What follows belongs to an exercise in optimizing a design on an open flow for small area, a short achievable clock period and few clock cycles; a production flow would make more cautious choices.
The RTL was checked by simulation tests, not by an equivalence proof against the original design.
Power and IR drop assume default switching activity.

--- config.mk ---
export PLATFORM = sky130hd
export DESIGN_NAME = sorted_word_table_binary_search_top
export DESIGN_NICKNAME = sorted_word_table_binary_search_top
export VERILOG_FILES = /design/flow/design.v
export SDC_FILE = /design/flow/constraint.sdc
export NUM_CORES = 4
export LEC_CHECK = 0
export CAP_MARGIN = 20
export CORE_MARGIN = 2
export CORE_UTILIZATION = 40
export SLEW_MARGIN = 20
--- constraint.sdc ---
create_clock -name core_clock -period 5.0 [get_ports {clk}]
set_input_delay 1.0000 -clock core_clock [delete_from_list [all_inputs] [get_ports {clk}]]
set_output_delay 1.0000 -clock core_clock [all_outputs]
set_load 0.01 [all_outputs]
--- design.v ---
package swt_pkg;
  localparam int TABLE_DEPTH_DEF = 16;
  localparam int WORD_CHARS_DEF  = 8;
  localparam int CHAR_W      = 8;
  localparam int WORD_W      = 64;
  localparam int INDEX_W     = 4;
  localparam int COUNT_W     = 5;
  localparam int IN_TDATA_W  = 72;    
  localparam int OUT_TDATA_W = 8;     
  localparam logic [COUNT_W-1:0] ENTRY_COUNT_RST = 5'd10;
  localparam logic CMD_LOAD   = 1'b0;
  localparam logic CMD_SEARCH = 1'b1;
  localparam int QDEPTH = 4;
endpackage
module swt_table #(
  parameter int DEPTH = 16,
  parameter int WIDTH = 64,
  localparam int AW   = $clog2(DEPTH)
) (
  input  logic             clk,
  input  logic             wr_en,
  input  logic [AW-1:0]    wr_addr,
  input  logic [WIDTH-1:0] wr_data,    
  output logic [DEPTH-1:0] eq,
  output logic [DEPTH-1:0] lt
);
  logic [DEPTH-1:0][WIDTH-1:0] mem;
  for (genvar i = 0; i < DEPTH; i++) begin : g_ent
    always_ff @(posedge clk) begin
      if (wr_en && (wr_addr == AW'(i))) begin
        mem[i] <= wr_data;
      end
    end
    swt_digit_cmp #(.W(WIDTH)) u_cmp (
      .a  (mem[i]),
      .b  (wr_data),
      .eq (eq[i]),
      .lt (lt[i])
    );
  end
endmodule
module swt_digit_cmp #(
  parameter int W = 64
) (
  input  logic [W-1:0] a,
  input  logic [W-1:0] b,
  output logic         eq,
  output logic         lt
);
  assign eq = (a == b);
  assign lt = (a < b);
endmodule
module sorted_word_table_binary_search_top #(
  parameter int TABLE_DEPTH = swt_pkg::TABLE_DEPTH_DEF,
  parameter int WORD_CHARS  = swt_pkg::WORD_CHARS_DEF
) (
  input  logic                              clk,
  input  logic                              rst_n,
  input  logic                              in_tvalid,
  output logic                              in_tready,
  input  logic                              in_tuser,    
  input  logic [swt_pkg::IN_TDATA_W-1:0]    in_tdata,    
  output logic                              out_tvalid,
  input  logic                              out_tready,
  output logic [swt_pkg::OUT_TDATA_W-1:0]   out_tdata,   
  input  logic                              cfg_valid,
  output logic                              cfg_ready,
  input  logic [swt_pkg::COUNT_W-1:0]       cfg_data
);
  localparam int CW = swt_pkg::CHAR_W;
  localparam int NC = WORD_CHARS;
  localparam int W  = CW * NC;
  localparam int D  = TABLE_DEPTH;
  localparam int AW = $clog2(TABLE_DEPTH);
  localparam int QD = swt_pkg::QDEPTH;
  localparam int OW = 1 + AW;                  
  function automatic logic [D:0] anc_tab(input int i, input int a);
    logic [D:0] r;
    int lo, hi, mid;
    bit done;
    r = '0;
    for (int n = 0; n <= D; n++) begin
      lo = 0;
      hi = n;
      done = 1'b0;
      for (int s = 0; s <= D; s++) begin
        if (!done && lo < hi) begin
          mid = lo + (hi - lo - 1) / 2;
          if (mid == i) begin
            done = 1'b1;
          end else begin
            if (mid == a) r[n] = 1'b1;
            if (i > mid) lo = mid + 1;
            else         hi = mid;
          end
        end
      end
    end
    anc_tab = r;
  endfunction
  logic [swt_pkg::COUNT_W-1:0] n_r;
  assign cfg_ready = 1'b1;
  always_ff @(posedge clk) begin
    if (!rst_n) begin
      n_r <= swt_pkg::ENTRY_COUNT_RST;
    end else if (cfg_valid) begin
      n_r <= (cfg_data > swt_pkg::COUNT_W'(D)) ? swt_pkg::COUNT_W'(D) : cfg_data;
    end
  end
  logic            rdy_r;
  logic            accept;
  logic [NC-1:0]   nz, keep;
  logic [W-1:0]    canon;
  assign in_tready = rdy_r;
  assign accept    = in_tvalid && rdy_r;
  always_comb begin
    for (int c = 0; c < NC; c++) begin
      nz[c] = |in_tdata[swt_pkg::INDEX_W + c*CW +: CW];
    end
    keep[NC-1] = nz[NC-1];
    for (int c = NC-2; c >= 0; c--) begin
      keep[c] = keep[c+1] && nz[c];
    end
    for (int c = 0; c < NC; c++) begin
      canon[c*CW +: CW] = keep[c] ? in_tdata[swt_pkg::INDEX_W + c*CW +: CW] : '0;
    end
  end
  logic            q_v, q_cmd;
  logic [AW-1:0]   q_idx;
  logic [W-1:0]    q_w;
  always_ff @(posedge clk) begin
    if (!rst_n) q_v <= 1'b0;
    else        q_v <= accept;
    q_cmd <= in_tuser;
    q_idx <= in_tdata[AW-1:0];
    q_w   <= canon;
  end
  logic [D-1:0] eq, lt;
  swt_table #(
    .DEPTH (D),
    .WIDTH (W)
  ) u_table (
    .clk     (clk),
    .wr_en   (q_v && (q_cmd == swt_pkg::CMD_LOAD)),
    .wr_addr (q_idx),
    .wr_data (q_w),
    .eq      (eq),
    .lt      (lt)
  );
  logic            c_v, c_cmd;
  logic [D-1:0]    c_eq, c_lt;
  always_ff @(posedge clk) begin
    if (!rst_n) c_v <= 1'b0;
    else        c_v <= q_v;
    c_cmd <= q_cmd;
    c_eq  <= eq;
    c_lt  <= lt;
  end
  logic [D-1:0]    hit;
  logic [OW-1:0]   res;
  logic [D-1:0][D-1:0] ok;       
  for (genvar i = 0; i < D; i++) begin : g_hit
    for (genvar a = 0; a < D; a++) begin : g_anc
      localparam logic [D:0] T = anc_tab(i, a);
      if (a == i || T == '0) begin : g_none
        assign ok[i][a] = 1'b1;
      end else if (a > i) begin : g_left
        assign ok[i][a] = !T[n_r] || (!c_lt[a] && !c_eq[a]);
      end else begin : g_right
        assign ok[i][a] = !T[n_r] || c_lt[a];
      end
    end
    assign hit[i] = c_eq[i] && (n_r > swt_pkg::COUNT_W'(i)) && (&ok[i]);
  end
  always_comb begin
    res = '0;
    for (int i = 0; i < D; i++) begin
      if (hit[i]) res = res | OW'({AW'(i), 1'b1});
    end
    if (c_cmd == swt_pkg::CMD_LOAD) res = '0;
  end
  logic [QD-1:0]           qv_r;
  logic [QD-1:0][OW-1:0]   qd_r;
  logic                    pop;
  logic [$clog2(QD+1)-1:0] occ_r, occ_nxt;
  assign pop = out_tready && qv_r[0];
  logic [QD-1:0]           sv, ins;
  always_comb begin
    for (int k = 0; k < QD; k++) begin
      if (k + 1 < QD) sv[k] = pop ? qv_r[(k + 1) % QD] : qv_r[k];
      else            sv[k] = pop ? 1'b0 : qv_r[k];
    end
    for (int k = 0; k < QD; k++) begin
      ins[k] = c_v && !sv[k] && ((k == 0) || sv[(k + QD - 1) % QD]);
    end
  end
  always_ff @(posedge clk) begin
    if (!rst_n) qv_r <= '0;
    else        qv_r <= sv | ins;
  end
  always_ff @(posedge clk) begin
    for (int k = 0; k < QD; k++) begin
      if (!sv[k]) begin
        qd_r[k] <= res;
      end else if (pop && k + 1 < QD) begin
        qd_r[k] <= qd_r[(k + 1) % QD];
      end
    end
  end
  assign occ_nxt = occ_r + (accept ? 1'b1 : 1'b0) - (pop ? 1'b1 : 1'b0);
  always_ff @(posedge clk) begin
    if (!rst_n) begin
      occ_r <= '0;
      rdy_r <= 1'b1;
    end else begin
      occ_r <= occ_nxt;
      rdy_r <= (occ_nxt < QD);
    end
  end
  assign out_tvalid = qv_r[0];
  assign out_tdata  = swt_pkg::OUT_TDATA_W'(qd_r[0]);
endmodule
--- run.sh ---
#!/bin/bash
# synth_recipe.tcl (not shown) runs the flow's synth.tcl, then flattens the netlist and writes it again
# the make line also repeats each setting of config.mk as NAME=value (left out here)
make -C /OpenROAD-flow-scripts/flow DESIGN_CONFIG=/design/flow/config.mk WORK_HOME=/design/flow/orfs CLKGATE_MAP_FILE= SYNTH_SCRIPT=/design/flow/synth_recipe.tcl finish
==> metrics.md, run 1 <==
| Metric | Value |
|---|---|
| Status | timing/DRC/antenna clean |
| # setup viols final | 0 |
| Critical Path Sink Type | flip-flop |
| #FFs+latches synth | 1,160 |
| Ranking of synthesized cells by area | edfxtp_1 54%, ha_1 21%, dfxtp_1 4.0% |
| Final-report hold violation count | 0 |
| Worst-path cell chain | inv_1, ha_1, or4b_4, o32ai_2, a2111o_1, or3_1, o22ai_2, nor4b_4, a41oi_2, mux2_2 |
| Most frequent cells in the layout | 1,044 x edfxtp_1, 970 x ha_1, 253 x a21oi_1 |
| Synth Flop Type | edfxtp_1 |
| Final Slew Violations | 0 |
| Post-synth EDFFs | 1,044 |
| Clock Sinks | between 1,000 and 1,500 |
| Number of antenna violations at the first check in global routing | 3 |
| Row count | ~140 |
| Final Critical Period | approximately 4.2 ns |
| Final instance area | ~67,000 µm² |
| Hold Path Origin | q_cmd |
| DP Wirelength | 111,700 µm |
| GRT Util Overall | 0.2215 |
| Placed inst area | around 63,000 µm² |
| Worst Setup SP | n_r[1] |
| Max Cap Viol | 0 |
| Num CTS Buffers | 130 |
| Die area | 148,100 µm² |
| GRT Residual Overflow | 0 |
| DRT iter0 DRCs | slightly above 3,000 |
| CP max FO | 18 |
| Port Buffers | between 80 and 90 |
| Reg-to-Reg Start | n_r[1] |
| Sum Neg Setup Slack | 0 ns |
| Power per cell area | 329.4 nW/µm² |
| First-pass GRT wire length | 240,500 µm |
| Pleak | 25.88 nW |
| Mapped Cells | 4,203 |
| Worst VDD drop | 0.3574 mV |
| H-tree level count | 4 |
| Multi-input gate area | 23,860 µm² |
| Yosys cell types | 85 |
| CP max stage delay | about 0.80 ns |
| GPL Wtd Cong | approximately 0.90 |
| CTS tree | built |
| CTS max path bufs | 3 |
| Ratio of cells with drive above 1 in the final layout | 0.08910 |
| Hold-fix buffers, CTS | 0 |
| Max-Slew Margin vs Limit | 0.2458 |
| Die boundary height | between 300 and 400 µm |
| Worst Max-Slew Pin Slew | 1.131 ns |
| Clock latency (worst-skew pair) | 0.79 ns |
| Setup bufs post-CTS | 0 |
| CP max stage cell | dfxtp_1 |
| Ys async rst share | 0 |
| Vias in the first global route | 36,879 |
| I/O pin total | between 90 and 100 |
| Cell taking the most area after synthesis | edfxtp_1 |
| Core region area | 143,800 µm² |
| Fmax | ~0.24 GHz |
| Fill count | 12,602 |
| Initial core utilization | 0.4035 |
| Arrival time worst endpoint | 4.75 ns |
| Final core utilization | 0.4640 |
| Pin count of the biggest net entering global routing | 65 |
| DRT antenna net count | 0 |
| Cell Area, Synth | 58,030 µm² |
| Final WL | 163,200 µm |
| Clk slew on worst S/H paths | about 0.06 ns |
| Commonest non-fill, non-tap cell in the layout | edfxtp_1 |
| WL/cell | 24.83 µm |
| Die W | 384.9 µm |
| Hold Crit Class | reg -> reg |
| Area grow syn2layout | 15.01% |
| Register area share after synthesis | 0.5803 |
| Root buffer cell | clkbuf_16 |
| CTS-repair resized insts | 0 |
| Vias after detailed routing | 37,107 |
| Final Net Count | 5,614 |
| Routed vias/inst | roughly 5.6 |
| Register area | roughly 34,000 µm² |
| DRC | 0 |
| Worst Skew | between 0.03 and 0.04 ns |
| Pwr Total | 0.02198 W |
| Final hold slack | approximately 0.40 ns |
| RSZ-0062 raised after global routing | no |
| Crit path kind | reg -> reg |
| Worst Setup Start Kind | flip-flop |
| Period Utilization, post-route | 0.8476 |
| Synth top area share | 0.5402 |
| Mean area per synthesized cell | 13.81 µm² |
| Yosys Warn Count | 2 |
| WP data required | 5.51 ns |
| DRT Pass-1 Iters | 6 |
-- state kept, by name (all words and copies together), names as in the netlist, 4 cells and up --
register,cells
u_table.mem,1024
q_w,64
qd_r,20
c_eq,16
c_lt,15
n_r,5
q_idx,4
qv_r,4
-- worst max-delay path: cells and delay by family, from the launching register on --
family	cells	cell delay (ns)
buffers and inverters	1	0.28
DFF	1	0.80
adders and majority gates	1	0.54
and+or+nand+nor	3	1.25
AOI/OAI and AO/OA	4	0.80
muxes	1	0.32
-- per-stage QoR --
step / std cells / setup slack, ns
after detailed placement: 6329 / 0.6313
after global routing: 6572 / 0.5357
final: 6574 / 0.7618
after global placement: 6329 / 0.6775
after floorplan: 4205 / 0.9840
after CTS: 6570 / 0.8195
-- final timing paths --
kind / endpoint / slack (ns) / cells after the start
worst min-delay path: c_cmd / 0.40 / 0
worst max-delay path: qd_r[10] / 0.76 / 10
worst min register to register: c_cmd / 0.40 / 0
worst max register to register: qd_r[10] / 0.76 / 10
-- final cells by class --
| cell class | count | share of cell area |
|---|---|---|
| Tap cell | 1903 | 0.03568 |
| Clock inverter | 51 | 0.007480 |
| Inverter | 114 | 0.006412 |
| Antenna cell | 2 | 0.00007499 |
| Timing Repair Buffer | 263 | 0.03345 |
| Multi-Input combinational cell | 2891 | 0.3575 |
| Sequential cell | 1160 | 0.5045 |
| Clock buffer | 190 | 0.05484 |
-- synthesized netlist by cell type, drive strengths merged (11+ instances only) --
library cell     n
inv            113
a21oi          255
nand4          204
buf             21
a211oi          47
nor4            62
nand2b          18
nor2b           78
nand2          112
ha             970
o21a            36
nor2           189
nor3            73
edfxtp        1044
a21o           176
o21bai          14
and2            63
mux2            13
o211ai          38
o21ai          218
xor2            64
o22ai           11
clkbuf          19
a31oi           15
nand3           45
or3             15
dfxtp          116
a21boi          11
a2111oi         16
o2111ai         11
-- cell families after synthesis --
logic type               after synthesis  synth area share
flip-flops                          1160            0.5803
buffers and inverters                154           0.01121
other                                  2         0.0001294
AND/OR/NAND/NOR                      916           0.08515
AO/OA/AOI/OAI                        917            0.1006
XOR/XNOR                              67           0.01011
multiplexers                          16          0.003040
adder cells (fa/ha/maj)              971            0.2095
-- report_power, final --
part           total (W)  internal (W)  switching [W]
registers         0.0108        0.0107      0.0000775
logic            0.00187      0.000685        0.00119
clock network    0.00936       0.00531        0.00405
-- per-layer routing --
| layer | wire length (µm) | up-vias | part of all wire | global-route usage |
|---|---|---|---|---|
| li1 | - | 17399 | - | - |
| met1 | 72520 | 18388 | 0.44 | 0.3028 |
| met2 | 76410 | 1089 | 0.47 | 0.3616 |
| met3 | 9393 | 229 | 0.058 | 0.03454 |
| met4 | 4877 | 2 | 0.030 | 0.06865 |
| met5 | 13 | - | 0.000080 | 0 |
Testbench counts, summed over its fixed seeds: cycles 2,072.
==> inputs of run 2 (changes only) <==
--- a/config.mk
+++ b/config.mk
@@ -7,2 +7,3 @@
 export LEC_CHECK = 0
+export ABC_CLOCK_PERIOD_IN_PS = 2200
 export CAP_MARGIN = 20
@@ -10,2 +11,4 @@
 export CORE_UTILIZATION = 40
+export SETUP_SLACK_MARGIN = 2.6
 export SLEW_MARGIN = 20
+export TNS_END_PERCENT = 100
==> run 2 against run 1 <==
Still clean on timing, DRC and antenna. Count of clock-buffer cells in the layout did not move. Global-route usage rose by 0.72 points. Critical path depth did not move. Utilization rose by 4.1 points. Setup slack improved by 1.2 ns. Routed wire length rose by 4.9%. Register-to-register slack improved by 1.2 ns. Critical endpoint is now qd_r[5].
==> metrics.md, run 2 <==
| Metric | Value |
|---|---|
| Status | timing/DRC/antenna clean (unchanged) |
| First-pass GRT wire length | 249,200 µm (was 240,500 µm) |
| Final Net Count | 5,870 (was 5,614) |
| CP max FO | 5 (was 18) |
| Num CTS Buffers | 131 (was 130) |
| Final Slew Violations | 0 (unchanged) |
| Final hold slack | 0.3341 ns (was 0.3968 ns) |
| Row count | 139 (unchanged) |
| Pleak | 28.05 nW (was 25.88 nW) |
| Final-report hold violation count | 0 (unchanged) |
| RSZ-0062 raised after global routing | yes (was no) |
| Reg-to-Reg Start | n_r[0] (was n_r[1]) |
| Ys async rst share | 0 (unchanged) |
| Synth top area share | 0.5402 (unchanged) |
| DRT iter0 DRCs | 3,228 (was 3,081) |
| Port Buffers | 85 (unchanged) |
| Die W | 384.9 µm (unchanged) |
| Arrival time worst endpoint | 3.56 ns (was 4.75 ns) |
| Routed vias/inst | 5.702 (was 5.645) |
| Worst Setup SP | n_r[0] (was n_r[1]) |
| Die area | 148,100 µm² (unchanged) |
| Cell Area, Synth | 58,030 µm² (unchanged) |
| I/O pin total | 94 (unchanged) |
| DRC | 0 (unchanged) |
| # setup viols final | 0 (unchanged) |
| Vias in the first global route | 38,234 (was 36,879) |
| Final WL | 171,100 µm (was 163,200 µm) |
| DRT Pass-1 Iters | 5 (was 6) |
| Pin count of the biggest net entering global routing | 65 (unchanged) |
| Fill count | 12,011 (was 12,602) |
| Die boundary height | 384.9 µm (unchanged) |
| Max-Slew Margin vs Limit | 0.3626 (was 0.2458) |
| Final core utilization | 0.5052 (was 0.4640) |
| Biggest register | u_table.mem (unchanged) |
| Most frequent cells in the layout | 1,044 x edfxtp_1, 895 x ha_1, 295 x buf_4 (was 1,044 x edfxtp_1, 970 x ha_1, 253 x a21oi_1) |
| Count leader, synth | edfxtp_1 (unchanged) |
| Hold-fix buffers, CTS | 0 (unchanged) |
| GRT Util Overall | 0.2287 (was 0.2215) |
| WP data required | 5.52 ns (was 5.51 ns) |
| Critical Path Sink Type | flip-flop (unchanged) |
| Yosys Warn Count | 2 (unchanged) |
| Hold Path Origin | in_tdata[62] (was q_cmd) |
| CTS tree | built (unchanged) |
| Sum Neg Setup Slack | 0 ns (unchanged) |
| Final Critical Period | 3.042 ns (was 4.238 ns) |
| Placed inst area | 62,500 µm² (was 62,540 µm²) |
| GRT Residual Overflow | 0 (unchanged) |
| Root buffer cell | clkbuf_16 (unchanged) |
| Worst Skew | 0.03024 ns (was 0.03613 ns) |
| Clk slew on worst S/H paths | 0.06 ns (about the same) |
| WL/cell | 25.06 µm (was 24.83 µm) |
| Hold Crit Class | in -> reg (was reg -> reg) |
| Number of antenna violations at the first check in global routing | 5 (was 3) |
| Commonest non-fill, non-tap cell in the layout | edfxtp_1 (unchanged) |
| Synth Flop Type | edfxtp_1 (unchanged) |
| Largest regs | u_table.mem (1024), q_w (64), qd_r (20) (unchanged) |
| Power per cell area | 309.7 nW/µm² (was 329.4 nW/µm²) |
| Crit path kind | reg -> reg (unchanged) |
| Max Cap Viol | 0 (unchanged) |
| Post-synth EDFFs | 1,044 (unchanged) |
| Fmax | 0.3288 GHz (was 0.2360 GHz) |
| Core region area | 143,800 µm² (unchanged) |
| Ratio of cells with drive above 1 in the final layout | 0.2266 (was 0.08910) |
| DP Wirelength | 109,500 µm (was 111,700 µm) |
| Most frequent cells after synthesis | 1,044 x edfxtp_1, 970 x ha_1, 253 x a21oi_1 (unchanged) |
| Area grow syn2layout | 25.21% (was 15.01%) |
| H-tree level count | 4 (unchanged) |
| Clock Sinks | 1,160 (unchanged) |
| Period Utilization, post-route | 0.6083 (was 0.8476) |
| Clock latency (worst-skew pair) | 0.77 ns (was 0.79 ns) |
| CTS max path bufs | 3 (unchanged) |
| Initial core utilization | 0.4035 (unchanged) |
| Vias after detailed routing | 38,930 (was 37,107) |
| Largest register FFs | 1,024 (unchanged) |
| #FFs+latches synth | 1,160 (unchanged) |
| Mean area per synthesized cell | 13.81 µm² (unchanged) |
| Mapped Cells | 4,203 (unchanged) |
| Worst Setup Start Kind | flip-flop (unchanged) |
| Worst VDD drop | 0.3508 mV (was 0.3574 mV) |
| Cell taking the most area after synthesis | edfxtp_1 (unchanged) |
| R2R setup slack | 1.96 ns (was 0.76 ns) |
| Worst Max-Slew Pin Slew | 0.9560 ns (was 1.131 ns) |
| Final instance area | 72,660 µm² (was 66,740 µm²) |
| DRT antenna net count | 0 (unchanged) |
| GPL Wtd Cong | 0.9210 (was 0.9027) |
| Yosys cell types | 85 (unchanged) |
| Register area share after synthesis | 0.5803 (unchanged) |
| Ranking of synthesized cells by area | edfxtp_1 54%, ha_1 21%, dfxtp_1 4.0% (unchanged) |
## run 2: cell counts after synthesis
Identical to the previous run, type by type.
## run 2: where the power goes
group	leakage, nW	internal [W]	total (W)	switching (W)
Sequential	10.4	0.0107	0.0108	0.0000878
Combinational	15.6	0.000944	0.00230	0.00136
Clock	2.06	0.00543	0.00943	0.00400
## run 2: path summary, 6_finish.rpt
path,cells past startpoint,end
min reg2reg,0,c_cmd
max,10,qd_r[5]
min,1,q_w[58]
max reg2reg,10,qd_r[5]
## run 2: worst max-delay path, stage by stage, from the launching register on
cell	delay, ns
dfxtp_4	0.37
clkinvlp_4	0.16
ha_4	0.32
or4b_4	0.48
o32ai_4	0.18
a2111o_1	0.19
or3_4	0.21
o2bb2ai_4	0.08
nor4b_4	0.32
a41oi_2	0.20
mux2_4	0.30
## run 2: timing repair
item / in CTS / in global routing
gates resized for setup: 636 / 184
gates cloned: 5 / 1
buffers inserted: 208 / 53
pin swaps: 197 / 111
setup endpoints to repair: 485 / 376
## run 2: logic make-up (layout without fill, tap and decap cells)
| group | after synthesis | in the layout | synth area share |
|---|---|---|---|
| DFF | 1160 | 1160 | 0.5803 |
| muxes | 16 | 16 | 0.003040 |
| and+or+nand+nor | 916 | 919 | 0.08515 |
| xor gates and xnor gates | 67 | 67 | 0.01011 |
| AOI/OAI and AO/OA | 917 | 917 | 0.1006 |
| adders and majority gates | 971 | 971 | 0.2095 |
| buffers and inverters | 154 | 870 | 0.01121 |
| other | 2 | 5 | 0.0001294 |
## run 2: final cells by class
| type | instances | area (µm²) | share of cell area |
|---|---|---|---|
| clock buffer | 190 | 3777 | 0.05199 |
| tap | 1903 | 2381 | 0.03277 |
| antenna | 1 | 2.502 | 0.00003444 |
| timing repair buffer | 515 | 4951 | 0.06814 |
| inverter | 114 | 550.5 | 0.007577 |
| clock inverter | 51 | 405.4 | 0.005579 |
| multi-input combinational | 2894 | 26850 | 0.3695 |
| sequential | 1160 | 33740 | 0.4644 |
## run 2: layer usage
metal,up-vias,part of all wire,track usage
met5,-,0.000076,0
li1,17964,-,-
met2,1203,0.47,0.3753
met1,19520,0.45,0.3170
met3,241,0.060,0.03287
met4,2,0.026,0.06011
## run 2: through the flow
stage,setup WS [ns],instances,total power [W]
global placement,0.5602,6319,0.01278
floorplan,1.981,4205,0.01202
finish,1.958,6828,0.02250
global route,1.862,6828,0.02322
CTS,1.979,6773,0.02253
detailed placement,0.4792,6319,0.01281

## static timing again, ports no longer ideal
The results above use ideal ports. As a check the final layouts listed here were re-extracted and re-timed, cells and wires unchanged.
Step 1 (the two cells are an assumption about what drives the block):
set clk [get_ports {clk}]
set_driving_cell -lib_cell sky130_fd_sc_hd__clkbuf_16 $clk
set_driving_cell -lib_cell sky130_fd_sc_hd__buf_2 [delete_from_list [all_inputs] $clk]
Step 2, shift: input delay + t, output delay - t, t = (earliest + latest rising clock arrival at the registers) / 2. This alone moves slack from input paths to output paths.
Slacks: ideal ports / drivers / drivers and shift; pairs: ideal ports / drivers.
run	shift t [ns]	slack for setup (ns)	clock arrival spread, ns	cell pins on the clock port's net
run 1	0.843	0.762 / 0.762 / 0.762	0.040 / 0.039	1
run 2	0.833	1.958 / 1.958 / 1.749	0.033 / 0.032	1
After both steps every run listed still meets setup and hold. The setup slack of run 2, which loses most, moves by 0.000 ns with the drivers and by -0.209 ns with both steps.
